This design comes from an exercise in tuning for small area on the open sky130 flow, not from production work.
Only simulation tests tie the RTL to the original design; equivalence was not proved.
No activity file was given, so power comes from the tool's default toggle rates.

--- flow/run.sh ---
#!/bin/bash
# Standard ORFS layout (the standard.sh), with two changes passed to
# ORFS through its own variables:
#  * port buffers use the smallest buffer instead of clkdlybuf4s50_1;
#  * clock tree: no dummy loads, clustered sinks on clkbuf_8 leaves.
set -euo pipefail
export BUFFER_PORTS_ARGS="-buffer_cell sky130_fd_sc_hd__buf_1"
export CTS_ARGS="-sink_clustering_enable -repair_clock_nets -dont_use_dummy_load -sink_clustering_size 10 -sink_clustering_max_diameter 35 -buf_list sky130_fd_sc_hd__clkbuf_4"
bash standard.sh > flow_standard.log 2>&1
--- standard.sh ---
#!/bin/bash
# synth_recipe.tcl (not shown) runs the flow's synth.tcl, then flattens the netlist and writes it again
# the make line also repeats each setting of config.mk as NAME=value (left out here)
make -C /OpenROAD-flow-scripts/flow DESIGN_CONFIG=/design/flow/config.mk WORK_HOME=/design/flow/orfs CLKGATE_MAP_FILE= SYNTH_SCRIPT=/design/flow/synth_recipe.tcl "${@:-finish}"
--- config.mk ---
export PLATFORM = sky130hd
export DESIGN_NAME = dcache
export DESIGN_NICKNAME = dcache
export VERILOG_FILES = /design/flow/design.v
export SDC_FILE = /design/flow/constraint.sdc
export NUM_CORES = 4
export LEC_CHECK = 0
export CAP_MARGIN = 20
export CORE_MARGIN = 2
export CORE_UTILIZATION = 70
export SLEW_MARGIN = 20
--- constraint.sdc ---
create_clock -name core_clock -period 10.0 [get_ports {clk_i}]
set_input_delay 2.0000 -clock core_clock [delete_from_list [all_inputs] [get_ports {clk_i}]]
set_output_delay 2.0000 -clock core_clock [all_outputs]
set_load 0.01 [all_outputs]
--- design.v ---
`default_nettype none
package dcache_pkg;
    localparam int XLEN           = 32;                      
    localparam int WORDS_PER_LINE = 4;
    localparam int LINE_BITS      = XLEN * WORDS_PER_LINE;   
    localparam int N_WAYS         = 2;                       
    typedef logic [XLEN-1:0]                   word_t;      
    typedef logic [LINE_BITS-1:0]              line_t;      
    typedef logic [XLEN/8-1:0]                 byte_en_t;   
    typedef logic [$clog2(WORDS_PER_LINE)-1:0] offset_t;    
    typedef enum logic [2:0] {
        IDLE,          
        LOOKUP,        
        WRITE_BACK,    
        REFILL,        
        REFILL_DONE    
    } cache_state_t;
    typedef struct packed {
        logic     rw;        
        byte_en_t byte_en;
        word_t    addr;
        word_t    wdata;
    } cpu_req_t;
    typedef struct packed {
        logic  rw;           
        word_t addr;         
        line_t line;         
    } mem_req_t;
endpackage
`default_nettype wire
`timescale 1ns/1ps
`default_nettype none
module dcache (
    input  logic         clk_i,
    input  logic         rst_i,
    input  logic         p_strobe_i,
    input  logic         p_rw_i,
    input  logic [3:0]   p_byte_en_i,
    input  logic [31:0]  p_addr_i,
    input  logic [31:0]  p_wdata_i,
    output logic         p_ready_o,
    output logic [31:0]  p_rdata_o,
    output logic         m_strobe_o,
    output logic         m_rw_o,
    output logic [31:0]  m_addr_o,
    output logic [127:0] m_data_o,
    input  logic         m_ready_i,
    input  logic [127:0] m_data_i
);
    localparam int TAG_BITS = 25;
    localparam logic [2:0] IDLE   = 3'd0,    
                           LOOKUP = 3'd1,    
                           WB     = 3'd2,    
                           WB2    = 3'd3,    
                           RF     = 3'd4,    
                           RF2    = 3'd5,    
                           RDONE  = 3'd6;    
    logic [2:0]  state_q;
    logic [1:0]  cnt_q;                      
    logic [1:0]  cnt_d;
    logic        pend_q;                     
    logic        rw_q;
    logic [3:0]  be_q;
    logic [31:2] addr_q;
    logic [31:0] wd_q;
    logic [3:0]  offh_q;                     
    logic [7:0]  dsel_q;                     
    logic [7:0]  tsel_q;                     
    logic [7:0][1:0] valid_q;
    logic [7:0][1:0] dirty_q;
    logic [7:0]      lru_q;                  
    logic [127:0] fill_q;                    
    logic [2:0]          idx;
    logic [TAG_BITS-1:0] tag;
    assign idx = addr_q[6:4];
    assign tag = addr_q[31:7];
    assign cnt_d = rst_i ? 2'd0 : cnt_q + 2'd1;
    logic [2:0] p_idx;
    logic [1:0] p_j;
    assign p_idx = p_addr_i[6:4];
    assign p_j   = p_idx[1:0] + cnt_d;
    always_ff @(posedge clk_i)
    begin
        if (state_q == IDLE)
        begin
            rw_q   <= p_rw_i;
            be_q   <= p_byte_en_i;
            addr_q <= p_addr_i[31:2];
            wd_q   <= p_wdata_i;
            for (int k = 0; k < 4; k++)
                offh_q[k] <= (p_addr_i[3:2] == 2'(k));
            for (int p = 0; p < 4; p++)
            begin
                dsel_q[2*p]   <= (p_idx[2:1] == 2'(p)) && (p_idx[0] == cnt_d[0]);
                dsel_q[2*p+1] <= (p_idx[2:1] == 2'(p)) && (p_idx[0] != cnt_d[0]);
            end
            for (int r = 0; r < 2; r++)
                for (int q = 0; q < 4; q++)
                    tsel_q[4*r+q] <= (p_idx[2] == 1'(r)) && (p_j == 2'(q));
        end
        else
        begin
            for (int p = 0; p < 4; p++)
            begin
                dsel_q[2*p]   <= dsel_q[2*p+1];
                dsel_q[2*p+1] <= dsel_q[2*p];
            end
            for (int r = 0; r < 2; r++)
                for (int q = 0; q < 4; q++)
                    tsel_q[4*r+q] <= tsel_q[4*r+((q+3)%4)];
        end
        fill_q <= m_data_i;
    end
    logic [127:0]        dat_a [2][4];
    logic [127:0]        dat_b [2][4];
    logic [TAG_BITS-1:0] tag_r [2][2][4];    
    logic [127:0]        wbus;
    logic [127:0]        wmask [2][4];
    logic                tag_we [2][2];
    for (genvar w = 0; w < 2; w++)
    begin : g_way
        for (genvar p = 0; p < 4; p++)
        begin : g_pair
            always_ff @(posedge clk_i)
            begin
                dat_b[w][p] <= dat_a[w][p];
                dat_a[w][p] <= (wbus & wmask[w][p]) | (dat_b[w][p] & ~wmask[w][p]);
            end
        end
        for (genvar r = 0; r < 2; r++)
        begin : g_tring
            always_ff @(posedge clk_i)
            begin
                tag_r[w][r][1] <= tag_r[w][r][0];
                tag_r[w][r][2] <= tag_r[w][r][1];
                tag_r[w][r][3] <= tag_r[w][r][2];
                tag_r[w][r][0] <= tag_we[w][r] ? tag : tag_r[w][r][3];
            end
        end
    end
    logic [TAG_BITS-1:0] way_tag [2];
    always_comb
    begin
        for (int w = 0; w < 2; w++)
        begin
            way_tag[w] = '0;
            for (int r = 0; r < 2; r++)
                for (int q = 0; q < 4; q++)
                    way_tag[w] = way_tag[w] | ({TAG_BITS{tsel_q[4*r+q]}} & tag_r[w][r][q]);
        end
    end
    logic [1:0] way_hit;
    logic       hit;
    logic       hit_way;
    logic       victim;
    logic       victim_dirty;
    always_comb
    begin
        for (int w = 0; w < 2; w++)
            way_hit[w] = valid_q[idx][w] && (way_tag[w] == tag);
    end
    assign hit          = |way_hit;
    assign hit_way      = way_hit[1];
    assign victim       = lru_q[idx];
    assign victim_dirty = valid_q[idx][victim] && dirty_q[idx][victim];
    logic [2:0] state_d;
    always_comb
    begin
        state_d = state_q;
        case (state_q)
            IDLE:   if (p_strobe_i) state_d = LOOKUP;
            LOOKUP: if (hit)               state_d = IDLE;
                    else if (victim_dirty) state_d = WB;
                    else                   state_d = RF;
            WB:     if (m_ready_i) state_d = WB2;
            WB2:    state_d = RF;
            RF:     if (m_ready_i) state_d = RF2;
            RF2:    state_d = RDONE;
            RDONE:  state_d = IDLE;
            default: state_d = IDLE;
        endcase
    end
    logic in_a;                              
    assign in_a = (idx[0] == cnt_q[0]);
    always_ff @(posedge clk_i)
    begin
        cnt_q <= cnt_d;
        if (rst_i)
        begin
            state_q <= IDLE;
            pend_q  <= 1'b0;
        end
        else
        begin
            state_q <= state_d;
            pend_q  <= (state_q == LOOKUP) && hit && rw_q && in_a;
        end
    end
    always_ff @(posedge clk_i)
    begin
        if (rst_i)
        begin
            valid_q <= '0;
            dirty_q <= '0;
            lru_q   <= '0;
        end
        else
        begin
            if (state_q == LOOKUP && hit)
            begin
                lru_q[idx] <= ~hit_way;
                if (rw_q)
                    dirty_q[idx][hit_way] <= 1'b1;
            end
            if (state_q == RDONE)
            begin
                valid_q[idx][victim] <= 1'b1;
                dirty_q[idx][victim] <= rw_q;
                lru_q[idx]           <= ~victim;
            end
        end
    end
    logic       fill_now;
    logic       hit_now;
    logic       tag_win;
    logic [1:0] we_way;
    assign fill_now = !in_a && ((state_q == RF && m_ready_i) || state_q == RF2);
    assign hit_now  = !in_a && (((state_q == LOOKUP) && hit && rw_q) || pend_q);
    assign tag_win  = ((state_q == LOOKUP) && !hit && !victim_dirty) ||
                      ((state_q == WB) && m_ready_i) ||
                      state_q == WB2 || state_q == RF || state_q == RF2 ||
                      state_q == RDONE;
    always_comb
    begin
        for (int w = 0; w < 2; w++)
        begin
            we_way[w] = fill_now ? (victim == 1'(w)) : (hit_now && way_hit[w]);
            for (int r = 0; r < 2; r++)
                tag_we[w][r] = tag_win && (victim == 1'(w)) && (idx[2] == 1'(r)) &&
                               (cnt_q == ~idx[1:0]);
        end
    end
    always_comb
    begin
        for (int k = 0; k < 4; k++)
            for (int b = 0; b < 4; b++)
                wbus[k*32 + b*8 +: 8] =
                    (!fill_now || (rw_q && offh_q[k] && be_q[b])) ? wd_q[b*8 +: 8] :
                    (state_q == RF) ? m_data_i[k*32 + b*8 +: 8] : fill_q[k*32 + b*8 +: 8];
    end
    always_comb
    begin
        for (int w = 0; w < 2; w++)
            for (int p = 0; p < 4; p++)
                for (int k = 0; k < 4; k++)
                    for (int b = 0; b < 4; b++)
                        wmask[w][p][k*32 + b*8 +: 8] =
                            {8{we_way[w] && idx[2:1] == 2'(p) &&
                               (fill_now || (offh_q[k] && be_q[b]))}};
    end
    logic         sel_way;
    logic [1:0]   wsel;
    logic [127:0] line_sel;
    assign sel_way = (state_q == LOOKUP) ? hit_way : victim;
    assign wsel    = {sel_way, !sel_way};
    always_comb
    begin
        line_sel = '0;
        for (int w = 0; w < 2; w++)
            for (int p = 0; p < 4; p++)
                line_sel = line_sel
                         | ({128{dsel_q[2*p]   && wsel[w]}} & dat_a[w][p])
                         | ({128{dsel_q[2*p+1] && wsel[w]}} & dat_b[w][p]);
    end
    always_comb
    begin
        p_rdata_o = '0;
        for (int k = 0; k < 4; k++)
            p_rdata_o = p_rdata_o | ({32{offh_q[k]}} & line_sel[k*32 +: 32]);
    end
    assign p_ready_o  = ((state_q == LOOKUP) && hit) || (state_q == RDONE);
    assign m_strobe_o = (state_q == WB) || (state_q == RF);
    assign m_rw_o     = (state_q == WB);
    assign m_addr_o   = {m_rw_o ? way_tag[sel_way] : tag, idx, 4'b0000};
    assign m_data_o   = line_sel;
endmodule
`default_nettype wire
==> results of run 1 <==
-- placed cells by master (no fill, tap or decap), types with 12 or more instances in the layout --
| cell type | instances |
|---|---|
| sky130_fd_sc_hd__xnor2_1 | 13 |
| sky130_fd_sc_hd__o21ai_0 | 71 |
| sky130_fd_sc_hd__edfxtp_1 | 69 |
| sky130_fd_sc_hd__diode_2 | 17 |
| sky130_fd_sc_hd__a221oi_1 | 73 |
| sky130_fd_sc_hd__buf_12 | 16 |
| sky130_fd_sc_hd__dfxtp_1 | 2622 |
| sky130_fd_sc_hd__and3_1 | 17 |
| sky130_fd_sc_hd__a21oi_1 | 202 |
| sky130_fd_sc_hd__buf_4 | 72 |
| sky130_fd_sc_hd__o221ai_1 | 37 |
| sky130_fd_sc_hd__a31oi_1 | 57 |
| sky130_fd_sc_hd__clkbuf_4 | 375 |
| sky130_fd_sc_hd__inv_1 | 30 |
| sky130_fd_sc_hd__a211oi_1 | 21 |
| sky130_fd_sc_hd__nor2_1 | 209 |
| sky130_fd_sc_hd__a22o_1 | 99 |
| sky130_fd_sc_hd__ha_1 | 19 |
| sky130_fd_sc_hd__nor3_1 | 13 |
| sky130_fd_sc_hd__a222oi_1 | 122 |
| sky130_fd_sc_hd__buf_1 | 388 |
| sky130_fd_sc_hd__mux2_2 | 1105 |
| sky130_fd_sc_hd__nand4_1 | 173 |
| sky130_fd_sc_hd__o21ai_1 | 14 |
| sky130_fd_sc_hd__a221o_1 | 28 |
| sky130_fd_sc_hd__o22ai_1 | 12 |
| sky130_fd_sc_hd__mux2_1 | 64 |
| sky130_fd_sc_hd__nand2_1 | 275 |
| sky130_fd_sc_hd__o2bb2ai_1 | 30 |
| sky130_fd_sc_hd__a22oi_1 | 719 |
| sky130_fd_sc_hd__mux2i_1 | 309 |
| sky130_fd_sc_hd__nand3_1 | 81 |
| sky130_fd_sc_hd__xor2_1 | 41 |
-- sequential cells by signal, summed over array words and instances, names as in the netlist, 16 cells and up --
name,count
fill_q,128
dat_b,1024
wd_q,32
valid_q,16
dat_a,1024
dirty_q,16
tag_r,400
addr_q,28
-- report_power, final --
group	total, W	switching (W)	internal (W)
Clock	0.00515	0.00343	0.00172
Sequential	0.0121	0.000592	0.0115
Combinational	0.00270	0.00193	0.000769
-- cells by family (layout without fill, tap and decap cells) --
logic type | count (synthesis) | after routing | synth area share (%)
compound gates | 1540 | 1540 | 12.8
other cells | 1 | 21 | 0.00419
flops | 2707 | 2707 | 61.3
mux | 1485 | 1485 | 18.3
buf+inv | 474 | 892 | 2.25
xor+xnor | 54 | 54 | 0.529
simple gates | 844 | 844 | 4.44
fa+ha+maj | 19 | 19 | 0.266
-- worst max-delay path, stage by stage, from the launching register on --
cell	delay, ps
sky130_fd_sc_hd__dfxtp_2	930
sky130_fd_sc_hd__buf_4	470
sky130_fd_sc_hd__a22oi_1	150
sky130_fd_sc_hd__nand4_1	170
sky130_fd_sc_hd__xor2_1	90
sky130_fd_sc_hd__nor4_1	330
sky130_fd_sc_hd__nand4_1	250
sky130_fd_sc_hd__nor4_4	850
sky130_fd_sc_hd__o21a_4	920
sky130_fd_sc_hd__buf_4	530
sky130_fd_sc_hd__mux2_2	390
sky130_fd_sc_hd__a222oi_1	400
sky130_fd_sc_hd__a21bo_1	290
sky130_fd_sc_hd__nand4_1	310
sky130_fd_sc_hd__buf_1	230
-- worst max path at each step --
stage / slack [ps] / startpoint / cells after the start / endpoint
after floorplan: 4420 / tsel_q[3] / 14 / p_rdata_o[22]
after global placement: 1870 / tsel_q[0] / 14 / p_rdata_o[2]
after detailed placement: 1930 / tsel_q[0] / 14 / p_rdata_o[2]
after CTS: 500 / tsel_q[0] / 14 / p_rdata_o[2]
after global routing: 120 / tsel_q[0] / 14 / p_rdata_o[2]
final: 280 / tsel_q[0] / 14 / p_rdata_o[2]
-- per-layer routing --
layer / routed length [µm] / vias to the layer above
li1: - / 27528
met1: 105000 / 30860
met2: 119000 / 3325
met3: 26300 / 702
met4: 12300 / 6
met5: 46 / -
-- metrics by stage --
stage               util [%]  cells
finish                  74.7   9224
global route            74.7   9217
CTS                     74.7   9206
detailed placement      72.5   8831
global placement        72.5   8831
floorplan                  -   7127
-- area by class of cell --
cell class	instances	area [µm²]
diodes	17	42.5
clock buffers	375	2820
fillers	8841	32100
inverters	40	153
multi-input cells	3946	32700
flip-flops and latches	2707	54900
well taps	1662	2080
repair buffers	477	2320
==> impl_metrics.ini, run 1 <==
[timing]
rsz_0062_raised_after_global_routing = false
setup-violations-final = 0
setup-tns-final_ps = 0
timing.final.ws_setup_ps = 284
worst_pin_slew_ps = 1300
final.period_utilization_pct = 97.2
slew_headroom_pct = 13.5
finalHoldViolations = 0
finalMaxSlewViolations = 0
whs_ps = 257
max_freq_ghz = 0.103
min_period_ps = 9720
skew_ps = 110

[synth]
synth.ff_latch_count = 2707
synth_edf_count = 69
synthTopCellsByArea = sky130_fd_sc_hd__dfxtp_1 59%, sky130_fd_sc_hd__mux2_2 14%, sky130_fd_sc_hd__a22oi_1 6.0%, sky130_fd_sc_hd__mux2i_1 3.5%, sky130_fd_sc_hd__edfxtp_1 2.3%
synth_area_leader_cell = sky130_fd_sc_hd__dfxtp_1
post_synth_inst_count = 7124
async_reset_ff_share_pct = 0
yosysUniqueCellTypes = 75
synth.cells.most_frequent = 2,638 x sky130_fd_sc_hd__dfxtp_1, 1,105 x sky130_fd_sc_hd__mux2_2, 719 x sky130_fd_sc_hd__a22oi_1
syn-cell-area_um2 = 89500
synth_sequential_area_ratio_pct = 61.3
yosys_most_used_dff = sky130_fd_sc_hd__dfxtp_1
synth_top_cell_area_share_pct = 59.0
post_synth.cell_area_avg_um2 = 12.6
synth_most_common_cell = sky130_fd_sc_hd__dfxtp_1
yosysWarningCount = 7

[global_routing]
globalRouteMet1Util_pct = 51.9
grt_max_degree = 124
met2_usage_pct = 61.3
grtUsageTotal_pct = 39.1
grt_pass1_vias = 62380
grt_first_pass_wirelength_um = 389000
grt-ovfl-total = 0
antenna_found_initial = 9
grt_util_met3_pct = 8.45
gr-max-usage-layer = met2

[drt]
dr_wl_cell_um = 28.5
detailedRoute.firstIterationViolations = 7436
dr.pass1.iters = 8
detail_route.drc_violations = 0
per_cell_via_count_in_the_routed_design = 6.77
vias = 62421
final_antenna_net_count = 0
totalWireLength_um = 263000

[clocking]
tritoncts.num_buffers = 375
cts_h_tree_depth = 5
cts_root_buf = sky130_fd_sc_hd__clkbuf_4
tritoncts = built
worstSkewPairLatency_ps = 1410
ctsResizeCount = 0
clk_transition_reported_paths_ps = 100
cts.repair_timing.setup_buffer_count = 0
hold_buffers = 0
maximum_clock_insertion_buffer_count = 4
numClockSinks = 2707

[die]
dieWidth_um = 362
die_h_um = 362
number_of_top_level_pins = 396
std_cell_rows = 131
coreArea_um2 = 127000
initial_core_util_pct = 70.4
design.die.area_um2 = 131000

[min_path]
worst_hold_path.num_cells = 0
min-delay-path-class = flip-flop to flip-flop
hold_path_startpoint = dat_a[5][123]
worst_min_delay_path_endpoint = dat_b[5][123]

[critical_path]
critical_path_required_ps = 8000
critical_path.max_fanout = 48
element_type_at_the_critical_path_end = output port
crit-reg2reg-launch = tsel_q[0]
crit_arrival_ps = 7720
reg2reg_depth = 12
timing.rr.end = dat_a[2][87]
r2r_slack_ps = 3880
timing.critical_path.from_type = flip-flop
kind_of_critical_path = flip-flop to output port

[finish]
finish.net_count = 7767
final_layout_size_suffix_gt1_share_pct = 21.6
layout.cell_area.non_filler_um2 = 95100
synthesis_to_finish_area_growth_pct = 6.24

[power_and_ir_drop]
total_power_w = 0.0200
total_leakage_power_nw = 37.4
vdd_ir_drop_max_uv = 251
power.density_nw_per_um2 = 210

[status]
run_status = finished clean

[placed_design]
place.port_buffers = 389
dp_hpwl_um = 159000
post_dp_cell_area_um2 = 92200
place_congestion = 0.880
pre_cts_slack_ps = 1930

[job]
maxCapViolCount = 0
==> run 2, diff against run 1 <==
--- a/flow/run.sh
+++ b/flow/run.sh
@@ -7,3 +7,3 @@
 export BUFFER_PORTS_ARGS="-buffer_cell sky130_fd_sc_hd__buf_1"
-export CTS_ARGS="-sink_clustering_enable -repair_clock_nets -dont_use_dummy_load -sink_clustering_size 10 -sink_clustering_max_diameter 35 -buf_list sky130_fd_sc_hd__clkbuf_4"
+export CTS_ARGS="-sink_clustering_enable -repair_clock_nets -dont_use_dummy_load -sink_clustering_size 16 -sink_clustering_max_diameter 50 -buf_list sky130_fd_sc_hd__clkbuf_8"
 bash standard.sh > flow_standard.log 2>&1
--- a/config.mk
+++ b/config.mk
@@ -9,3 +9,4 @@
 export CORE_MARGIN = 2
-export CORE_UTILIZATION = 70
+export CORE_UTILIZATION = 80
+export GPL_TIMING_DRIVEN = 0
 export SLEW_MARGIN = 20
==> run 2 against run 1 <==
Against the previous run:
- the run now fails in global routing (5_1_grt)
- synthesized area unchanged
- synthesized cell count is the same
==> impl_metrics.ini, run 2 <==
[synth]
synth.cells.most_frequent = 2,638 x sky130_fd_sc_hd__dfxtp_1, 1,105 x sky130_fd_sc_hd__mux2_2, 719 x sky130_fd_sc_hd__a22oi_1
post_synth_inst_count = 7124
yosysUniqueCellTypes = 75
syn-cell-area_um2 = 89500
synth.ff_latch_count = 2707
synth_most_common_cell = sky130_fd_sc_hd__dfxtp_1
synth_edf_count = 69
synth_top_cell_area_share_pct = 59.0
synth_sequential_area_ratio_pct = 61.3
async_reset_ff_share_pct = 0
synth_area_leader_cell = sky130_fd_sc_hd__dfxtp_1
post_synth.cell_area_avg_um2 = 12.6
yosysWarningCount = 7
yosys_most_used_dff = sky130_fd_sc_hd__dfxtp_1
synthTopCellsByArea = sky130_fd_sc_hd__dfxtp_1 59%, sky130_fd_sc_hd__mux2_2 14%, sky130_fd_sc_hd__a22oi_1 6.0%, sky130_fd_sc_hd__mux2i_1 3.5%, sky130_fd_sc_hd__edfxtp_1 2.3%

[die]
dieWidth_um = 338
std_cell_rows = 122
initial_core_util_pct = 80.7
die_h_um = 338
number_of_top_level_pins = 396

[global_routing]
grt_max_degree = 29
grt-ovfl-total = 22
grtUsageTotal_pct = 84.3

[status]
haltStage = global routing (5_1_grt)
run.stop_error = [ERROR GRT-0232] Routing congestion too high. Check the congestion heatmap in the GUI.
run_status = did not finish

[clocking]
cts_root_buf = sky130_fd_sc_hd__clkbuf_8
hold_buffers = 0
maximum_clock_insertion_buffer_count = 3
tritoncts.num_buffers = 194
numClockSinks = 2707
cts_h_tree_depth = 4
ctsResizeCount = 0
cts.repair_timing.setup_buffer_count = 0

[placed_design]
place_congestion = 1.17
pre_cts_slack_ps = 1500
place.port_buffers = 388
dp_hpwl_um = 301000
==> run 2: stage by stage <==
stage               area (µm²)  power [W]  instances  utilization (%)
CTS                      97600     0.0211       9271             88.1
global placement         92800     0.0158       9003             83.7
floorplan                89500     0.0137       7127                -
detailed placement       94900     0.0162       9077             85.7
==> run 2: cells by family after synthesis <==
kind of cell             count (synthesis)  synth area share [%]
multiplexers                          1485                  18.3
AO/OA/AOI/OAI                         1540                  12.8
XOR/XNOR                                54                 0.529
buffers and inverters                  474                  2.25
adder cells (fa/ha/maj)                 19                 0.266
other                                    1               0.00419
flip-flops                            2707                  61.3
AND/OR/NAND/NOR                        844                  4.44
==> run 2: layer usage <==
| metal | GRT overflow | global-route usage (%) |
|---|---|---|
| met5 | 0 | 55.4 |
| met3 | 0 | 75.7 |
| met1 | 0 | 84.4 |
| met2 | 13 | 94.7 |
| met4 | 9 | 82.7 |
==> run 2: power by group through the flow <==
stage / Clock (W) / Combinational [W] / Sequential, W
detailed placement: 0 / 0.00397 / 0.0122
global placement: 0 / 0.00362 / 0.0122
floorplan: 0 / 0.00167 / 0.0120
CTS: 0.00499 / 0.00406 / 0.0120
==> run 2: worst max path at each step <==
stage	endpoint	start	cells after the start
after floorplan	p_rdata_o[22]	tsel_q[3]	14
after detailed placement	p_rdata_o[15]	tsel_q[5]	16
after CTS	p_rdata_o[2]	tsel_q[2]	18
after global placement	p_rdata_o[2]	tsel_q[4]	18
==> run 3, diff against run 2 <==
--- a/config.mk
+++ b/config.mk
@@ -9,4 +9,3 @@
 export CORE_MARGIN = 2
-export CORE_UTILIZATION = 80
-export GPL_TIMING_DRIVEN = 0
+export CORE_UTILIZATION = 70
 export SLEW_MARGIN = 20
==> run 3 against run 2 <==
Against the previous run:
- now clean on timing, DRC and antenna
- synthesized cell count stayed put
- synthesized area unchanged
==> impl_metrics.ini, run 3 <==
[finish]
mostFrequentLayoutCell = sky130_fd_sc_hd__dfxtp_1
reg_top3 = dat_a (1024), dat_b (1024), tag_r (400)
finish.net_count = 7590
final.fill_count = 8795
synthesis_to_finish_area_growth_pct = 6.10
final_layout_size_suffix_gt1_share_pct = 19.7
layout.cells.most_common_list = 2,622 x sky130_fd_sc_hd__dfxtp_1, 1,105 x sky130_fd_sc_hd__mux2_2, 719 x sky130_fd_sc_hd__a22oi_1, 388 x sky130_fd_sc_hd__buf_1, 309 x sky130_fd_sc_hd__mux2i_1
instances_no_fill = 9035

[clocking]
tritoncts.num_buffers = 199
hold_buffers = 0
tritoncts = built
cts_root_buf = sky130_fd_sc_hd__clkbuf_8
cts_h_tree_depth = 4
maximum_clock_insertion_buffer_count = 3
ctsResizeCount = 0
worstSkewPairLatency_ps = 980
cts.repair_timing.setup_buffer_count = 0
clk_transition_reported_paths_ps = 100
numClockSinks = 2707

[synth]
synthTopCellsByArea = sky130_fd_sc_hd__dfxtp_1 59%, sky130_fd_sc_hd__mux2_2 14%, sky130_fd_sc_hd__a22oi_1 6.0%, sky130_fd_sc_hd__mux2i_1 3.5%, sky130_fd_sc_hd__edfxtp_1 2.3%
async_reset_ff_share_pct = 0
yosysUniqueCellTypes = 75
syn-cell-area_um2 = 89500
synth.cells.most_frequent = 2,638 x sky130_fd_sc_hd__dfxtp_1, 1,105 x sky130_fd_sc_hd__mux2_2, 719 x sky130_fd_sc_hd__a22oi_1
yosys_most_used_dff = sky130_fd_sc_hd__dfxtp_1
synth_edf_count = 69
post_synth_inst_count = 7124
synth_area_leader_cell = sky130_fd_sc_hd__dfxtp_1
synth_most_common_cell = sky130_fd_sc_hd__dfxtp_1
synth_sequential_area_ratio_pct = 61.3
post_synth.cell_area_avg_um2 = 12.6
synth_top_cell_area_share_pct = 59.0
yosysWarningCount = 7
synth.ff_latch_count = 2707

[timing]
max_freq_ghz = 0.107
skew_ps = 87.1
setup-violations-final = 0
rsz_0062_raised_after_global_routing = false
final.period_utilization_pct = 93.3
setup-tns-final_ps = 0
whs_ps = 294
finalMaxSlewViolations = 0
slew_headroom_pct = 10.6
finalHoldViolations = 0
worst_pin_slew_ps = 1340
min_period_ps = 9330

[global_routing]
grt-ovfl-total = 0
grtUsageTotal_pct = 38.6
grt_max_degree = 124
grt_first_pass_wirelength_um = 384000
antenna_found_initial = 10
grt_pass1_vias = 61132

[placed_design]
place_congestion = 0.880
place.port_buffers = 389
place.detailed.instances = 8831
dp_hpwl_um = 159000

[min_path]
min-delay-path-class = flip-flop to flip-flop

[power_and_ir_drop]
total_power_w = 0.0199
power.internal_w = 0.0141
switching_share_pct = 29.2
power.share.sequential_pct = 61.0
power.switching_w = 0.00580
total_leakage_power_nw = 37.1
power.density_nw_per_um2 = 209
p_clk_share_pct = 25.4
vdd_ir_drop_max_uv = 173
share_comb_of_total_power_pct = 13.6

[drt]
detail_route.drc_violations = 0
dr_wl_cell_um = 28.8
final_antenna_net_count = 0
per_cell_via_count_in_the_routed_design = 6.78
detailedRoute.firstIterationViolations = 7297
dr.pass1.iters = 10
totalWireLength_um = 260000
vias = 61263

[critical_path]
element_type_at_the_critical_path_end = output port
crit_arrival_ps = 7330
kind_of_critical_path = flip-flop to output port
critical_path.max_fanout = 48
timing.critical_path.from_type = flip-flop
critical_path_required_ps = 8000

[die]
design.die.area_um2 = 131000
std_cell_rows = 131
coreArea_um2 = 127000
dieWidth_um = 362
initial_core_util_pct = 70.4
number_of_top_level_pins = 396
die_h_um = 362

[job]
maxCapViolCount = 0

[status]
run_status = finished clean
run 3: cell counts after synthesis:
Identical to the previous run, type by type.
run 3: cells by family (layout without fill, tap and decap cells):
kind of cell | count (synthesis) | after routing | share of synthesized area [%]
other cells | 1 | 9 | 0.00419
mux | 1485 | 1485 | 18.3
buf+inv | 474 | 715 | 2.25
xor+xnor | 54 | 54 | 0.529
simple gates | 844 | 844 | 4.44
compound gates | 1540 | 1540 | 12.8
fa+ha+maj | 19 | 19 | 0.266
flops | 2707 | 2707 | 61.3
run 3: per-stage QoR:
step | instance area, µm² | setup slack, ps | util, %
final | 94900 | 674 | 74.6
after floorplan | 89500 | 4420 | -
after detailed placement | 92200 | 1930 | 72.5
after global placement | 92200 | 1870 | 72.5
after CTS | 94900 | 888 | 74.6
after global routing | 94900 | 607 | 74.6
run 3: critical path: stages (launching register included):
cell	delay (ps)
sky130_fd_sc_hd__dfxtp_2	930
sky130_fd_sc_hd__buf_4	470
sky130_fd_sc_hd__a22oi_1	140
sky130_fd_sc_hd__nand4_1	170
sky130_fd_sc_hd__xor2_1	90
sky130_fd_sc_hd__nor4_1	340
sky130_fd_sc_hd__nand4_1	260
sky130_fd_sc_hd__nor4_4	850
sky130_fd_sc_hd__o21a_4	920
sky130_fd_sc_hd__buf_4	530
sky130_fd_sc_hd__mux2_2	390
sky130_fd_sc_hd__a222oi_1	410
sky130_fd_sc_hd__a21bo_1	280
sky130_fd_sc_hd__nand4_1	310
sky130_fd_sc_hd__buf_1	230
run 3: worst paths after layout:
check,cells past startpoint,start,endpoint,slack [ps]
hold / removal,0,tag_r[6][23],tag_r[7][23],290
hold reg to reg,0,tag_r[6][23],tag_r[7][23],290
setup reg to reg,12,tsel_q[0],dat_a[7][14],3810
setup / recovery,14,tsel_q[0],p_rdata_o[2],670
run 3: final cells by class:
class / instances / area, µm² / area share, %
diodes: 5 / 12.5 / 0.0132
clock buffers: 199 / 2740 / 2.88
inverters: 40 / 153 / 0.161
multi-input cells: 3946 / 32700 / 34.5
flip-flops and latches: 2707 / 54900 / 57.9
well taps: 1662 / 2080 / 2.19
repair buffers: 476 / 2300 / 2.42
run 3: power by group through the flow:
stage	registers [W]	clock network (W)	logic [W]
2_1_floorplan	0.0120	0	0.00167
3_3_place_gp	0.0123	0	0.00259
3_5_place_dp	0.0123	0	0.00262
4_1_cts	0.0121	0.00506	0.00263
5_1_grt	0.0122	0.00545	0.00280
6_report	0.0121	0.00505	0.00270
run 3: routing by layer:
layer | vias to the layer above | GRT usage (%) | share of wire (%)
met2 | 3157 | 60.6 | 45
li1 | 27032 | - | -
met5 | - | 0.370 | 0.046
met1 | 30364 | 51.1 | 40
met3 | 700 | 8.90 | 9.9
met4 | 10 | 17.5 | 5.0
==> run 4, diff against run 3 <==
==> flow/run.sh (replaced) <==
#!/bin/bash
# The standard ORFS layout (standard.sh), with these changes:
#  * synthesis maps the logic with an area-oriented ABC script (delay
#    relaxed); everything else in ORFS's scripts folder is used unchanged,
#    from a copy made here;
#  * port buffers use the smallest buffer instead of clkdlybuf4s50_1;
#  * clock tree: no dummy loads, clustered sinks on clkbuf_8 leaves.
# Each make run writes its full output to a log file in this folder.
set -euo pipefail
W=$PWD
rm -rf "$W/scripts_abc"
cp -r "$FLOW_HOME/scripts" "$W/scripts_abc"
cat > "$W/scripts_abc/abc_speed.script" <<'EOS'
&get -n
&st
&dch -x
&nf -R 1000
&put
topo
stime -c
dnsize -c
EOS
export BUFFER_PORTS_ARGS="-buffer_cell sky130_fd_sc_hd__buf_1"
export CTS_ARGS="-sink_clustering_enable -repair_clock_nets -dont_use_dummy_load -sink_clustering_size 16 -sink_clustering_max_diameter 50 -buf_list sky130_fd_sc_hd__clkbuf_8"
bash standard.sh "SCRIPTS_DIR=$W/scripts_abc" finish > flow_standard.log 2>&1
==> run 4 against run 3 <==
Against the previous run:
- via count rose by 9.3%
- worst hold slack improved by 18 ps
- power rose by 44%
- critical path type unchanged
- largest cell class unchanged
- largest power group unchanged
==> impl_metrics.ini, run 4 <==
[synth]
synth_sequential_area_ratio_pct = 65.9
async_reset_ff_share_pct = 0
synth.cells.most_frequent = 2,638 x sky130_fd_sc_hd__dfxtp_1, 1,244 x sky130_fd_sc_hd__nand2_1, 807 x sky130_fd_sc_hd__a21oi_1
yosys_most_used_dff = sky130_fd_sc_hd__dfxtp_1
synth.ff_latch_count = 2707
synth_area_leader_cell = sky130_fd_sc_hd__dfxtp_1
post_synth_inst_count = 7745
synth_top_cell_area_share_pct = 63.4
synth_edf_count = 69
syn-cell-area_um2 = 83200
yosysUniqueCellTypes = 49
synthTopCellsByArea = sky130_fd_sc_hd__dfxtp_1 63%, sky130_fd_sc_hd__nand2_1 5.6%, sky130_fd_sc_hd__a222oi_1 5.4%, sky130_fd_sc_hd__a21oi_1 4.9%, sky130_fd_sc_hd__o21ai_0 3.4%
synth_most_common_cell = sky130_fd_sc_hd__dfxtp_1
post_synth.cell_area_avg_um2 = 10.7
yosysWarningCount = 7

[critical_path]
max_stage_delay_ps = 590
worst_path_dominant_cell_family = compound AO/OA/AOI/OAI gates
cp_cell_instances = buf_4 > a222oi_1 > nand4_1 > a221o_1 > xor2_1 > nor4_2 > nand4_1 > nor4_1 > nand3_1 > a21o_1 > and2_4 > a222oi_1 > nand4_1 > a221o_1 > a221o_1 > a221o_1 > a221o_1 > a221o_1 > a222oi_1 > nand2_1 > buf_1
crit_arrival_ps = 7600
worst-path-buf-inv = 2
critical_path_required_ps = 8000
element_type_at_the_critical_path_end = output port
critical_path.max_fanout = 37
cpMaxStageDelayCell = sky130_fd_sc_hd__a222oi_1
cpMostUsedCell = sky130_fd_sc_hd__a221o_1
kind_of_critical_path = flip-flop to output port
timing.critical_path.from_type = flip-flop

[power_and_ir_drop]
power.switching_w = 0.0109
share_comb_of_total_power_pct = 26.6
power.share.sequential_pct = 56.0
power.internal_w = 0.0177
vdd_ir_drop_max_uv = 237
switching_share_pct = 38.0
power.density_nw_per_um2 = 315
total_leakage_power_nw = 33.9
p_clk_share_pct = 17.4

[finish]
mostFrequentLayoutCell = sky130_fd_sc_hd__dfxtp_1
finish.net_count = 8678
synthesis_to_finish_area_growth_pct = 9.07
final_layout_size_suffix_gt1_share_pct = 4.80
reg_top3 = dat_a (1024), dat_b (1024), tag_r (400)
layout.cell_area.non_filler_um2 = 90800
final.fill_count = 8173
layout.cells.most_common_list = 2,630 x sky130_fd_sc_hd__dfxtp_1, 1,244 x sky130_fd_sc_hd__nand2_1, 806 x sky130_fd_sc_hd__a21oi_1, 622 x sky130_fd_sc_hd__nor2_1, 572 x sky130_fd_sc_hd__o21ai_0
final_core_utilization_pct = 77.0

[die]
initial_core_util_pct = 70.6
design.die.area_um2 = 122000
dieWidth_um = 349
number_of_top_level_pins = 396
die_h_um = 349
std_cell_rows = 126
coreArea_um2 = 118000

[global_routing]
grt_pass1_vias = 65066
gr-max-usage-layer = met2
grt_util_met3_pct = 11.7
globalRouteMet1Util_pct = 54.1
grt_first_pass_wirelength_um = 388000
grtUsageTotal_pct = 41.8
grt-ovfl-total = 0
antenna_found_initial = 8
grt_max_degree = 97
met2_usage_pct = 63.9

[timing]
setup-tns-final_ps = 0
finalMaxSlewViolations = 0
max_freq_ghz = 0.104
slew_headroom_pct = 22.3
finalHoldViolations = 0
whs_ps = 313
min_period_ps = 9600
worst_pin_slew_ps = 1170
rsz_0062_raised_after_global_routing = false
skew_ps = 75.1
setup-violations-final = 0
final.period_utilization_pct = 96.0

[placed_design]
dp_hpwl_um = 160000
place_congestion = 0.903
post_dp_cell_area_um2 = 88000
place.port_buffers = 389

[clocking]
cts.repair_timing.setup_buffer_count = 0
cts_root_buf = sky130_fd_sc_hd__clkbuf_8
worstSkewPairLatency_ps = 980
cts_h_tree_depth = 4
clk_transition_reported_paths_ps = 100
tritoncts = built
maximum_clock_insertion_buffer_count = 3
numClockSinks = 2707
tritoncts.num_buffers = 195

[drt]
detailedRoute.firstIterationViolations = 9786
per_cell_via_count_in_the_routed_design = 6.70
final_antenna_net_count = 0
totalWireLength_um = 262000
dr_wl_cell_um = 26.2
vias = 66980
detail_route.drc_violations = 0
dr.pass1.iters = 10

[min_path]
min-delay-path-class = flip-flop to flip-flop

[job]
maxCapViolCount = 0

[status]
run_status = finished clean
-- run 4: path summary, 6_finish.rpt --
path	startpoint	endpoint	slack, ps	cells past startpoint
setup / recovery	tsel_q[0]	p_rdata_o[31]	400	21
hold / removal	dat_a[6][80]	dat_b[6][80]	310	0
setup reg to reg	tsel_q[0]	dat_a[6][96]	3500	20
hold reg to reg	dat_a[6][80]	dat_b[6][80]	310	0
-- run 4: cell type report --
type	count	area, µm²	share of cell area [%]
clock buffer	195	2680	2.96
sequential	2707	54900	60.5
tap	1536	1920	2.12
antenna	4	10.0	0.0110
timing repair buffer	520	2780	3.06
inverter	19	73.8	0.0813
multi-input combinational	5015	28400	31.3
-- run 4: cell families (layout without fill, tap and decap cells) --
logic type / after synthesis / count (layout) / share of synthesized area [%]
DFF: 2707 / 2707 / 65.9
and+or+nand+nor: 2419 / 2419 / 12.3
AOI/OAI and AO/OA: 2406 / 2406 / 19.2
muxes: 108 / 108 / 1.54
xor gates and xnor gates: 59 / 59 / 0.621
buffers and inverters: 26 / 734 / 0.149
adders and majority gates: 19 / 19 / 0.286
other: 1 / 8 / 0.00451
-- run 4: layer usage --
layer  vias up  routed length [µm]
li1      30091                   -
met1     31711               97200
met2      4285              115000
met3       879               35300
met4        14               15100
met5         -                  87
-- run 4: per-stage QoR --
stage | setup slack, ps | total power [W] | instances
after floorplan | 1.64 | 0.0196 | 7748
after global placement | 1570 | 0.0231 | 9793
after detailed placement | 1380 | 0.0234 | 9795
after CTS | 335 | 0.0282 | 9990
after global routing | 104 | 0.0296 | 9994
final | 401 | 0.0286 | 9996
-- run 4: power by group through the flow --
stage                     clock network [W]  logic (W)  registers (W)
after floorplan                           0    0.00406         0.0155
after global placement                    0    0.00713         0.0160
after detailed placement                  0    0.00727         0.0161
after CTS                           0.00496    0.00731         0.0159
after global routing                0.00537    0.00800         0.0163
final                               0.00497    0.00761         0.0160
-- run 4: timing repair --
| item | CTS | global route |
|---|---|---|
| hold endpoints to repair | 0 | 0 |
| resized for setup | 0 | 1 |
| hold buffers | 0 | 0 |
| setup endpoints to repair | 0 | 1 |
==> run 5, diff against run 4 <==
--- a/config.mk
+++ b/config.mk
@@ -9,3 +9,3 @@
 export CORE_MARGIN = 2
-export CORE_UTILIZATION = 70
+export CORE_UTILIZATION = 55
 export SLEW_MARGIN = 20
==> run 5 against run 4 <==
Against the previous run:
- critical path depth fell by 1
- global-route usage fell by 7.1 points
- design area rose by 1.1%
- via count fell by 2.7%
- first-iteration DRC count fell by 18%
- synthesized cell count did not move
- clock power rose by 3%
==> impl_metrics.ini, run 5 <==
[status]
run_status = finished clean

[timing]
skew_ps = 106
slew_headroom_pct = 12.3
timing.final.ws_setup_ps = 425
setup-violations-final = 0
max_freq_ghz = 0.104
rsz_0062_raised_after_global_routing = false
final.period_utilization_pct = 95.8
finalMaxSlewViolations = 0
worst_pin_slew_ps = 1320
finalHoldViolations = 0
min_period_ps = 9580
setup-tns-final_ps = 0

[die]
design.die.area_um2 = 154000
std_cell_rows = 142
die_h_um = 393
initial_core_util_pct = 55.4
coreArea_um2 = 150000
dieWidth_um = 393
number_of_top_level_pins = 396

[synth]
synth_edf_count = 69
synthTopCellsByArea = sky130_fd_sc_hd__dfxtp_1 63%, sky130_fd_sc_hd__nand2_1 5.6%, sky130_fd_sc_hd__a222oi_1 5.4%, sky130_fd_sc_hd__a21oi_1 4.9%, sky130_fd_sc_hd__o21ai_0 3.4%
post_synth_inst_count = 7745
async_reset_ff_share_pct = 0
synth_top_cell_area_share_pct = 63.4
synth.ff_latch_count = 2707
synth_sequential_area_ratio_pct = 65.9
yosysUniqueCellTypes = 49
yosys_most_used_dff = sky130_fd_sc_hd__dfxtp_1
post_synth.cell_area_avg_um2 = 10.7
synth_area_leader_cell = sky130_fd_sc_hd__dfxtp_1
synth_most_common_cell = sky130_fd_sc_hd__dfxtp_1
synth.cells.most_frequent = 2,638 x sky130_fd_sc_hd__dfxtp_1, 1,244 x sky130_fd_sc_hd__nand2_1, 807 x sky130_fd_sc_hd__a21oi_1
yosysWarningCount = 7
syn-cell-area_um2 = 83200

[clocking]
ctsResizeCount = 0
worstSkewPairLatency_ps = 970
clk_transition_reported_paths_ps = 90
numClockSinks = 2707
tritoncts = built
hold_buffers = 0
cts.repair_timing.setup_buffer_count = 0
tritoncts.num_buffers = 206
cts_root_buf = sky130_fd_sc_hd__clkbuf_8
maximum_clock_insertion_buffer_count = 3
cts_h_tree_depth = 4

[finish]
final_layout_size_suffix_gt1_share_pct = 5.09
finish.net_count = 8723
final.fill_count = 12907
synthesis_to_finish_area_growth_pct = 10.2
mostFrequentLayoutCell = sky130_fd_sc_hd__dfxtp_1
layout.cells.most_common_list = 2,630 x sky130_fd_sc_hd__dfxtp_1, 1,240 x sky130_fd_sc_hd__nand2_1, 806 x sky130_fd_sc_hd__a21oi_1, 643 x sky130_fd_sc_hd__nor2_1, 572 x sky130_fd_sc_hd__o21ai_0
reg_top3 = dat_a (1024), dat_b (1024), tag_r (400)

[power_and_ir_drop]
total_leakage_power_nw = 34.2
power.density_nw_per_um2 = 314
power.switching_w = 0.0110
switching_share_pct = 38.1
power.internal_w = 0.0179
power.share.sequential_pct = 55.2
share_comb_of_total_power_pct = 27.0
total_power_w = 0.0288
vdd_ir_drop_max_uv = 429
p_clk_share_pct = 17.8

[drt]
totalWireLength_um = 275000
detail_route.drc_violations = 0
dr.pass1.iters = 10
per_cell_via_count_in_the_routed_design = 6.19
dr_wl_cell_um = 26.1
vias = 65160
detailedRoute.firstIterationViolations = 8050
final_antenna_net_count = 0

[global_routing]
antenna_found_initial = 7
grt_first_pass_wirelength_um = 403000
grt_pass1_vias = 62508
grt_max_degree = 85
grtUsageTotal_pct = 34.8
grt-ovfl-total = 0

[critical_path]
element_type_at_the_critical_path_end = output port
r2r_slack_ps = 3400
kind_of_critical_path = flip-flop to output port
critical_path.max_fanout = 22
timing.critical_path.from_type = flip-flop
reg2reg_depth = 17
critical_path_required_ps = 8000
crit_arrival_ps = 7580

[min_path]
min-delay-path-class = flip-flop to flip-flop
worst_hold_path.num_cells = 0

[placed_design]
place.port_buffers = 389
pre_cts_slack_ps = 1550
place_congestion = 0.865
dp_hpwl_um = 168000

[job]
maxCapViolCount = 0
## run 5: cell type report
class                      count  area [µm²]  share of cell area, %
sequential                  2707       54900                   59.8
multi-input combinational   5015       28400                   30.9
timing repair buffer         554        3020                   3.30
clock buffer                 206        2840                   3.09
tap                         2016        2520                   2.75
inverter                      19        73.8                 0.0805
antenna                        8        20.0                 0.0218
## run 5: worst paths after layout
kind	start	endpoint
worst max-delay path	tsel_q[0]	p_rdata_o[31]
worst min-delay path	dat_a[4][2]	dat_b[4][2]
worst max register to register	tsel_q[1]	dat_a[5][100]
worst min register to register	dat_a[4][2]	dat_b[4][2]
## run 5: critical path, stage by stage (launching register included)
cell,delay [ps]
sky130_fd_sc_hd__dfxtp_2,400
sky130_fd_sc_hd__a222oi_1,370
sky130_fd_sc_hd__nand4_1,140
sky130_fd_sc_hd__a221oi_1,390
sky130_fd_sc_hd__xnor2_1,150
sky130_fd_sc_hd__nor4_1,520
sky130_fd_sc_hd__nand4_1,300
sky130_fd_sc_hd__nor4_1,330
sky130_fd_sc_hd__nand3_1,460
sky130_fd_sc_hd__a21o_1,410
sky130_fd_sc_hd__and2_4,330
sky130_fd_sc_hd__a222oi_1,450
sky130_fd_sc_hd__nand4_1,160
sky130_fd_sc_hd__a221o_1,310
sky130_fd_sc_hd__a221o_1,280
sky130_fd_sc_hd__a221o_1,270
sky130_fd_sc_hd__a221o_1,260
sky130_fd_sc_hd__a221o_1,280
sky130_fd_sc_hd__a222oi_1,490
sky130_fd_sc_hd__nand2_1,100
sky130_fd_sc_hd__buf_1,150
## run 5: power groups by stage
stage,combinational [W],clock [W],sequential [W]
finish,0.00778,0.00514,0.0159
global route,0.00829,0.00561,0.0162
CTS,0.00764,0.00522,0.0159
detailed placement,0.00760,0,0.0161
global placement,0.00752,0,0.0160
floorplan,0.00406,0,0.0155
## run 5: kinds of logic after synthesis
kind of cell | count (synthesis) | synth area share [%]
mux | 108 | 1.54
xor+xnor | 59 | 0.621
flops | 2707 | 65.9
simple gates | 2419 | 12.3
other cells | 1 | 0.00451
fa+ha+maj | 19 | 0.286
compound gates | 2406 | 19.2
buf+inv | 26 | 0.149
## run 5: routing by layer
metal	GRT usage, %	part of all wire, %	up-vias
met5	0	0.0047	-
met4	14.0	4.1	2
met3	6.45	9.2	549
met2	53.8	44	3038
met1	48.0	42	31433
li1	-	-	30138
## run 5: stage by stage
stage                     std cells  util [%]  hold slack [ps]  area [µm²]
after floorplan                7748         -              330       83200
after global placement        10307      59.1              331       88800
after detailed placement      10310      59.2              335       88900
after CTS                     10516      61.1              285       91700
after global routing          10520      61.1              297       91700
final                         10525      61.1              289       91700
==> run 6, diff against run 5 <==
--- a/design.v
+++ b/design.v
@@ -242,2 +242,9 @@
     end
+    logic [3:0][3:0] src_wd;
+    always_comb
+    begin
+        for (int k = 0; k < 4; k++)
+            for (int b = 0; b < 4; b++)
+                src_wd[k][b] = !fill_now || (rw_q && offh_q[k] && be_q[b]);
+    end
     always_comb
@@ -247,4 +254,5 @@
                 wbus[k*32 + b*8 +: 8] =
-                    (!fill_now || (rw_q && offh_q[k] && be_q[b])) ? wd_q[b*8 +: 8] :
-                    (state_q == RF) ? m_data_i[k*32 + b*8 +: 8] : fill_q[k*32 + b*8 +: 8];
+                    ({8{src_wd[k][b]}} & wd_q[b*8 +: 8]) |
+                    ({8{!src_wd[k][b] && state_q == RF}} & m_data_i[k*32 + b*8 +: 8]) |
+                    ({8{!src_wd[k][b] && state_q != RF}} & fill_q[k*32 + b*8 +: 8]);
     end
@@ -283,3 +291,5 @@
     assign m_rw_o     = (state_q == WB);
-    assign m_addr_o   = {m_rw_o ? way_tag[sel_way] : tag, idx, 4'b0000};
+    assign m_addr_o   = {({TAG_BITS{m_rw_o && !victim}} & way_tag[0]) |
+                         ({TAG_BITS{m_rw_o &&  victim}} & way_tag[1]) |
+                         ({TAG_BITS{!m_rw_o}}           & tag), idx, 4'b0000};
     assign m_data_o   = line_sel;
--- a/config.mk
+++ b/config.mk
@@ -9,3 +9,4 @@
 export CORE_MARGIN = 2
-export CORE_UTILIZATION = 55
+export CORE_UTILIZATION = 70
+export GPL_TIMING_DRIVEN = 0
 export SLEW_MARGIN = 20
==> run 6 against run 5 <==
Against the previous run:
- still clean
- clock-buffer cell count is 12 lower
- highest routed layer unchanged
- die area fell by 22%
- critical path depth decreased by 2
- clock skew fell by 33 ps
- largest cell class unchanged
==> impl_metrics.ini, run 6 <==
[global_routing]
gr-max-usage-layer = met2
antenna_found_initial = 10
grtUsageTotal_pct = 41.3
grt_pass1_vias = 64033
grt_max_degree = 52
grt_util_met3_pct = 9.76
grt-ovfl-total = 0
globalRouteMet1Util_pct = 54.0
grt_first_pass_wirelength_um = 384000
met2_usage_pct = 63.5

[clocking]
maximum_clock_insertion_buffer_count = 3
tritoncts = built
tritoncts.num_buffers = 194
cts_root_buf = sky130_fd_sc_hd__clkbuf_8
clk_transition_reported_paths_ps = 110
hold_buffers = 0
numClockSinks = 2707
cts_h_tree_depth = 4
worstSkewPairLatency_ps = 980

[die]
number_of_top_level_pins = 396
initial_core_util_pct = 70.7
dieWidth_um = 347
design.die.area_um2 = 120000
die_h_um = 347
coreArea_um2 = 117000
std_cell_rows = 125

[power_and_ir_drop]
p_clk_share_pct = 18.6
power.internal_w = 0.0171
power.share.sequential_pct = 57.3
switching_share_pct = 35.7
share_comb_of_total_power_pct = 24.0
total_leakage_power_nw = 33.4
power.density_nw_per_um2 = 289
power.switching_w = 0.00949
total_power_w = 0.0266
vdd_ir_drop_max_uv = 271

[finish]
layout.cell_area.non_filler_um2 = 92000
layout.cells.most_common_list = 2,630 x sky130_fd_sc_hd__dfxtp_1, 1,590 x sky130_fd_sc_hd__nand2_1, 1,039 x sky130_fd_sc_hd__o21ai_0, 554 x sky130_fd_sc_hd__a222oi_1, 398 x sky130_fd_sc_hd__a22oi_1
reg_top3 = dat_a (1024), dat_b (1024), tag_r (400)
mostFrequentLayoutCell = sky130_fd_sc_hd__dfxtp_1
final_core_utilization_pct = 78.9
finish.net_count = 8373
final.fill_count = 7424
final_layout_size_suffix_gt1_share_pct = 5.26
synthesis_to_finish_area_growth_pct = 11.6

[synth]
syn-cell-area_um2 = 82400
async_reset_ff_share_pct = 0
yosys_most_used_dff = sky130_fd_sc_hd__dfxtp_1
yosysUniqueCellTypes = 49
synth.cells.most_frequent = 2,638 x sky130_fd_sc_hd__dfxtp_1, 1,593 x sky130_fd_sc_hd__nand2_1, 1,041 x sky130_fd_sc_hd__o21ai_0
synthTopCellsByArea = sky130_fd_sc_hd__dfxtp_1 64%, sky130_fd_sc_hd__nand2_1 7.3%, sky130_fd_sc_hd__a222oi_1 6.7%, sky130_fd_sc_hd__o21ai_0 6.3%, sky130_fd_sc_hd__a22oi_1 3.6%
post_synth.cell_area_avg_um2 = 11.1
synth_area_leader_cell = sky130_fd_sc_hd__dfxtp_1
synth_edf_count = 69
synth_sequential_area_ratio_pct = 66.6
synth.ff_latch_count = 2707
post_synth_inst_count = 7392
yosysWarningCount = 7
synth_most_common_cell = sky130_fd_sc_hd__dfxtp_1
synth_top_cell_area_share_pct = 64.1

[drt]
dr.pass1.iters = 12
dr_wl_cell_um = 26.5
per_cell_via_count_in_the_routed_design = 6.81
detailedRoute.firstIterationViolations = 10305
final_antenna_net_count = 0
detail_route.drc_violations = 0
vias = 66025
totalWireLength_um = 257000

[placed_design]
place_congestion = 0.895
post_dp_cell_area_um2 = 89200
place.port_buffers = 389
dp_hpwl_um = 165000

[timing]
slew_headroom_pct = 21.0
min_period_ps = 9700
skew_ps = 73.2
finalHoldViolations = 0
max_freq_ghz = 0.103
final.period_utilization_pct = 97.0
worst_pin_slew_ps = 1190
rsz_0062_raised_after_global_routing = false
whs_ps = 318
finalMaxSlewViolations = 0
setup-violations-final = 0
setup-tns-final_ps = 0

[status]
run_status = finished clean

[critical_path]
critical_path_required_ps = 8000
timing.critical_path.from_type = flip-flop
kind_of_critical_path = flip-flop to output port
element_type_at_the_critical_path_end = output port
crit_arrival_ps = 7700
critical_path.max_fanout = 51

[min_path]
min-delay-path-class = flip-flop to flip-flop

[job]
maxCapViolCount = 0
run 6: cell types whose count changed after synthesis, moves of 11 or more:
| cell | previous run | this run |
|---|---|---|
| sky130_fd_sc_hd__a221oi_1 | 53 | 42 |
| sky130_fd_sc_hd__a222oi_1 | 449 | 554 |
| sky130_fd_sc_hd__nor2b_1 | 4 | 19 |
| sky130_fd_sc_hd__nand2_1 | 1244 | 1593 |
| sky130_fd_sc_hd__a22oi_1 | 373 | 398 |
| sky130_fd_sc_hd__a221o_1 | 31 | 19 |
| sky130_fd_sc_hd__a31o_1 | 1 | 16 |
| sky130_fd_sc_hd__nand3_1 | 115 | 97 |
| sky130_fd_sc_hd__nor2_1 | 661 | 106 |
| sky130_fd_sc_hd__a21o_1 | 17 | 0 |
| sky130_fd_sc_hd__a22o_1 | 44 | 80 |
| sky130_fd_sc_hd__a21oi_1 | 807 | 62 |
| sky130_fd_sc_hd__o21ai_0 | 572 | 1041 |
run 6: cells by family after synthesis:
kind of cell             synth area share [%]
buffers and inverters                   0.141
adder cells (fa/ha/maj)                 0.273
multiplexers                             1.60
XOR/XNOR                                0.617
other                                 0.00455
AND/OR/NAND/NOR                          11.4
AO/OA/AOI/OAI                            19.4
flip-flops                               66.6
run 6: per-stage QoR:
stage,setup slack [ps],cells
2_1_floorplan,413,7395
6_report,298,9689
3_5_place_dp,1380,9466
3_3_place_gp,-8280,9308
4_1_cts,332,9660
5_1_grt,143,9680
run 6: metal layers:
| layer | vias to the layer above | share of wire, % |
|---|---|---|
| li1 | 29313 | - |
| met4 | 8 | 6.1 |
| met1 | 31516 | 37 |
| met2 | 4268 | 44 |
| met5 | - | 0.022 |
| met3 | 920 | 13 |
run 6: path summary, 6_finish.rpt:
| kind | startpoint | to | slack, ps | depth (start not counted) |
|---|---|---|---|---|
| max | tsel_q[0] | p_rdata_o[21] | 300 | 18 |
| min | dat_a[2][57] | dat_b[2][57] | 320 | 0 |
| max reg2reg | tsel_q[0] | dat_a[4][64] | 3400 | 17 |
| min reg2reg | dat_a[2][57] | dat_b[2][57] | 320 | 0 |
run 6: worst max-delay path, cell delays in order (launching register included):
cell and delay [ps]:
sky130_fd_sc_hd__dfxtp_4 600, sky130_fd_sc_hd__a222oi_1 420, sky130_fd_sc_hd__nand4_1 130, sky130_fd_sc_hd__a221o_1 300, sky130_fd_sc_hd__xnor2_1 310, sky130_fd_sc_hd__nand4_1 130, sky130_fd_sc_hd__nor4_1 520, sky130_fd_sc_hd__nand3_2 460
sky130_fd_sc_hd__nor2_1 410, sky130_fd_sc_hd__a21oi_4 210, sky130_fd_sc_hd__and2_4 480, sky130_fd_sc_hd__buf_12 300, sky130_fd_sc_hd__buf_12 230, sky130_fd_sc_hd__a222oi_1 320, sky130_fd_sc_hd__nand4_1 140, sky130_fd_sc_hd__or2_0 430
sky130_fd_sc_hd__a222oi_1 970, sky130_fd_sc_hd__nand2_1 130, sky130_fd_sc_hd__buf_1 170
run 6: layout make-up:
cell class                      instances  area, µm²  area share [%]
Antenna cell                           13       32.5          0.0354
Buffer                                  7       52.6          0.0571
Clock buffer                          194       2670            2.90
Inverter                               17       68.8          0.0748
Multi-Input combinational cell       4664      27600            30.0
Sequential cell                      2707      54900            59.7
Tap cell                             1524       1910            2.07
Timing Repair Buffer                  563       4720            5.13
run 6: repair_timing:
item,in CTS,in global routing
hold endpoints to repair,0,0
resized for setup,0,1
setup endpoints to repair,0,1
setup buffers,0,0
run 6: power groups by stage:
stage / registers, W / logic (W) / clock network [W]
after floorplan: 0.0147 / 0.00314 / 0
after global placement: 0.0154 / 0.00518 / 0
after detailed placement: 0.0154 / 0.00610 / 0
after CTS: 0.0152 / 0.00614 / 0.00496
after global routing: 0.0155 / 0.00671 / 0.00534
final: 0.0153 / 0.00639 / 0.00496
==> run 7, diff against run 6 <==
--- a/config.mk
+++ b/config.mk
@@ -10,3 +10,2 @@
 export CORE_UTILIZATION = 70
-export GPL_TIMING_DRIVEN = 0
 export SLEW_MARGIN = 20
==> run 7 against run 6 <==
Against the previous run:
- largest power group unchanged
- register-to-register slack worse by 130 ps
- first-iteration DRC count is 3.6% lower
- clock power hardly changed
- critical endpoint is now p_rdata_o[14]
- synthesized cell count stayed put
- worst hold slack worse by 5.6 ps
- final cell count is 0.19% lower
- critical path depth is 3 higher
- synthesized area stayed put
- die area stayed put
==> impl_metrics.ini, run 7 <==
[status]
run_status = finished clean

[critical_path]
critical_path.max_fanout = 49
r2r_slack_ps = 3270
timing.rr.end = dat_a[6][114]
cpMostUsedCell = sky130_fd_sc_hd__buf_4
cp_cell_instances = buf_4 > a222oi_1 > nand4_1 > a221o_1 > xor2_1 > nor4_1 > nand4_1 > nor4_1 > nand3_1 > buf_4 > nor2_1 > a21oi_2 > buf_4 > and2_4 > buf_4 > a222oi_1 > nand3_1 > or2_0 > a222oi_1 > nand2_1 > buf_1
reg2reg_depth = 18
cpMaxStageDelayCell = sky130_fd_sc_hd__a222oi_1
kind_of_critical_path = flip-flop to output port
critical_path_required_ps = 8000
crit_arrival_ps = 7310
crit-reg2reg-launch = tsel_q[0]
max_stage_delay_ps = 800
element_type_at_the_critical_path_end = output port
timing.critical_path.from_type = flip-flop

[power_and_ir_drop]
vdd_ir_drop_max_uv = 263
total_leakage_power_nw = 32.8
power.density_nw_per_um2 = 292
total_power_w = 0.0262

[drt]
route.met2.wl_um = 112000
dr.pass1.iters = 11
wl_met3_um = 32800
per_cell_via_count_in_the_routed_design = 6.75
vias = 65262
dr_wl_cell_um = 26.3
detailedRoute.firstIterationViolations = 9939
detail_route.drc_violations = 0
totalWireLength_um = 254000
final_antenna_net_count = 0
routedLengthMet1_um = 96300
maxUsedRoutingLayer = met5

[synth]
syn-cell-area_um2 = 82400
yosysUniqueCellTypes = 49
async_reset_ff_share_pct = 0
post_synth.cell_area_avg_um2 = 11.1
synth_top_cell_area_share_pct = 64.1
synth_most_common_cell = sky130_fd_sc_hd__dfxtp_1
synthTopCellsByArea = sky130_fd_sc_hd__dfxtp_1 64%, sky130_fd_sc_hd__nand2_1 7.3%, sky130_fd_sc_hd__a222oi_1 6.7%, sky130_fd_sc_hd__o21ai_0 6.3%, sky130_fd_sc_hd__a22oi_1 3.6%
yosysWarningCount = 7
synth.cells.most_frequent = 2,638 x sky130_fd_sc_hd__dfxtp_1, 1,593 x sky130_fd_sc_hd__nand2_1, 1,041 x sky130_fd_sc_hd__o21ai_0
synth_edf_count = 69
yosys_most_used_dff = sky130_fd_sc_hd__dfxtp_1
synth_sequential_area_ratio_pct = 66.6
synth_area_leader_cell = sky130_fd_sc_hd__dfxtp_1
synth.ff_latch_count = 2707
post_synth_inst_count = 7392

[timing]
min_period_ps = 9310
finalHoldViolations = 0
timing.final.ws_setup_ps = 686
setup-tns-final_ps = 0
max_freq_ghz = 0.107
skew_ps = 77.2
slew_headroom_pct = 14.3
rsz_0062_raised_after_global_routing = false
worst_pin_slew_ps = 1280
setup-violations-final = 0
final.period_utilization_pct = 93.1
finalMaxSlewViolations = 0

[global_routing]
grt_first_pass_wirelength_um = 379000
grt_pass1_vias = 63261
antenna_found_initial = 9
grt-ovfl-total = 0
grt_max_degree = 92
grtUsageTotal_pct = 40.8

[finish]
final.fill_count = 7970
finish.net_count = 8361
mostFrequentLayoutCell = sky130_fd_sc_hd__dfxtp_1
multiInputGateArea_um2 = 27600
final_layout_size_suffix_gt1_share_pct = 5.09
synthesis_to_finish_area_growth_pct = 9.18
layout.cells.most_common_list = 2,630 x sky130_fd_sc_hd__dfxtp_1, 1,592 x sky130_fd_sc_hd__nand2_1, 1,039 x sky130_fd_sc_hd__o21ai_0, 554 x sky130_fd_sc_hd__a222oi_1, 398 x sky130_fd_sc_hd__a22oi_1
area.sequential_um2 = 54900
reg_top3 = dat_a (1024), dat_b (1024), tag_r (400)
layout.cell_area.non_filler_um2 = 90000
instances_no_fill = 9671

[min_path]
hold_path_startpoint = dat_a[0][49]
worst_hold_path.num_cells = 0
min-delay-path-class = flip-flop to flip-flop
worst_min_delay_path_endpoint = dat_b[0][49]

[job]
maxCapViolCount = 0

[clocking]
cts_root_buf = sky130_fd_sc_hd__clkbuf_8
hold_buffers = 0
cts_h_tree_depth = 4
worstSkewPairLatency_ps = 950
tritoncts = built
tritoncts.num_buffers = 196
numClockSinks = 2707
clk_transition_reported_paths_ps = 100
cts.repair_timing.setup_buffer_count = 0
ctsResizeCount = 0
maximum_clock_insertion_buffer_count = 3

[placed_design]
place_congestion = 0.899
pre_cts_slack_ps = 1830
post_dp_cell_area_um2 = 87100
place.port_buffers = 389
place.detailed.instances = 9445
dp_hpwl_um = 157000

[die]
coreArea_um2 = 117000
dieWidth_um = 347
design.die.area_um2 = 120000
initial_core_util_pct = 70.7
number_of_top_level_pins = 396
die_h_um = 347
std_cell_rows = 125
==> run 7: layout make-up <==
type                       instances  share of cell area (%)
antenna                            7                  0.0195
sequential                      2707                    61.0
multi-input combinational       4664                    30.6
inverter                          17                  0.0737
tap                             1524                    2.12
clock buffer                     196                    3.00
timing repair buffer             556                    3.12
==> run 7: how the worst max path moves through the flow <==
stage	from	end	slack, ps	depth (start not counted)
3_3_place_gp	tsel_q[1]	p_rdata_o[10]	1810	21
3_5_place_dp	tsel_q[1]	p_rdata_o[10]	1830	21
4_1_cts	tsel_q[1]	p_rdata_o[10]	680	21
6_report	tsel_q[1]	p_rdata_o[14]	690	21
2_1_floorplan	addr_q[4]	p_rdata_o[15]	410	10
5_1_grt	tsel_q[1]	p_rdata_o[21]	440	21
==> run 7: metrics by stage <==
stage / util, % / hold slack (ps)
3_5_place_dp: 74.7 / 335
5_1_grt: 77.2 / 330
6_report: 77.2 / 312
2_1_floorplan: - / 330
4_1_cts: 77.1 / 318
3_3_place_gp: 74.7 / 331
==> run 7: power breakdown <==
group | total, W | internal (W) | switching (W)
clock network | 0.00495 | 0.00175 | 0.00320
registers | 0.0151 | 0.0134 | 0.00170
logic | 0.00621 | 0.00173 | 0.00449
==> run 7: cells by family (layout without fill, tap and decap cells) <==
| group | Yosys count | after routing | share of synthesized area (%) |
|---|---|---|---|
| DFF | 2707 | 2707 | 66.6 |
| muxes | 109 | 109 | 1.60 |
| and+or+nand+nor | 2200 | 2200 | 11.4 |
| other | 1 | 11 | 0.00455 |
| xor gates and xnor gates | 58 | 58 | 0.617 |
| adders and majority gates | 18 | 18 | 0.273 |
| buffers and inverters | 24 | 769 | 0.141 |
| AOI/OAI and AO/OA | 2275 | 2275 | 19.4 |
==> run 7: per-layer routing <==
layer	track usage (%)	up-vias
met2	62.8	4162
met1	53.8	31045
li1	-	29245
met5	0	-
met3	10.3	804
met4	20.4	6
==> run 7: critical path, delay by kind of cell (launching register included) <==
family	cells	cell delay, ps
flip-flops	1	570
AO/OA/AOI/OAI	5	1920
XOR/XNOR	1	170
AND/OR/NAND/NOR	10	2290
buffers and inverters	5	1360

-- afterwards: timing with drivers on the ports --
In the flow no input, the clock included, has a driving cell. The finished layouts below were timed again as built, in two steps. Step 1, drivers: a clkbuf_16 drives clk_i and a buf_2 each remaining input, both assumed. Step 2 adds t to the input delays and takes it off the output delays; t is the mean of the earliest and latest rising clock arrival at the registers after step 1. Input paths then give back, and output paths get back, about the clock's delay inside the block. Three values: no drivers, after step 1, after step 2; two values: the first two.
run	t, ns	slack for setup (ns)	pins driven straight from the clock port
run 1	1.427	0.284 / 0.210 / 1.637	1
run 3	1.015	0.674 / 0.593 / 1.609	1
run 4	1.023	0.401 / 0.316 / 1.340	1
run 5	1.004	0.425 / 0.339 / 1.343	1
run 6	1.012	0.298 / 0.225 / 1.237	1
run 7	0.991	0.686 / 0.611 / 1.602	1
After both steps setup and hold are still met in every run listed.
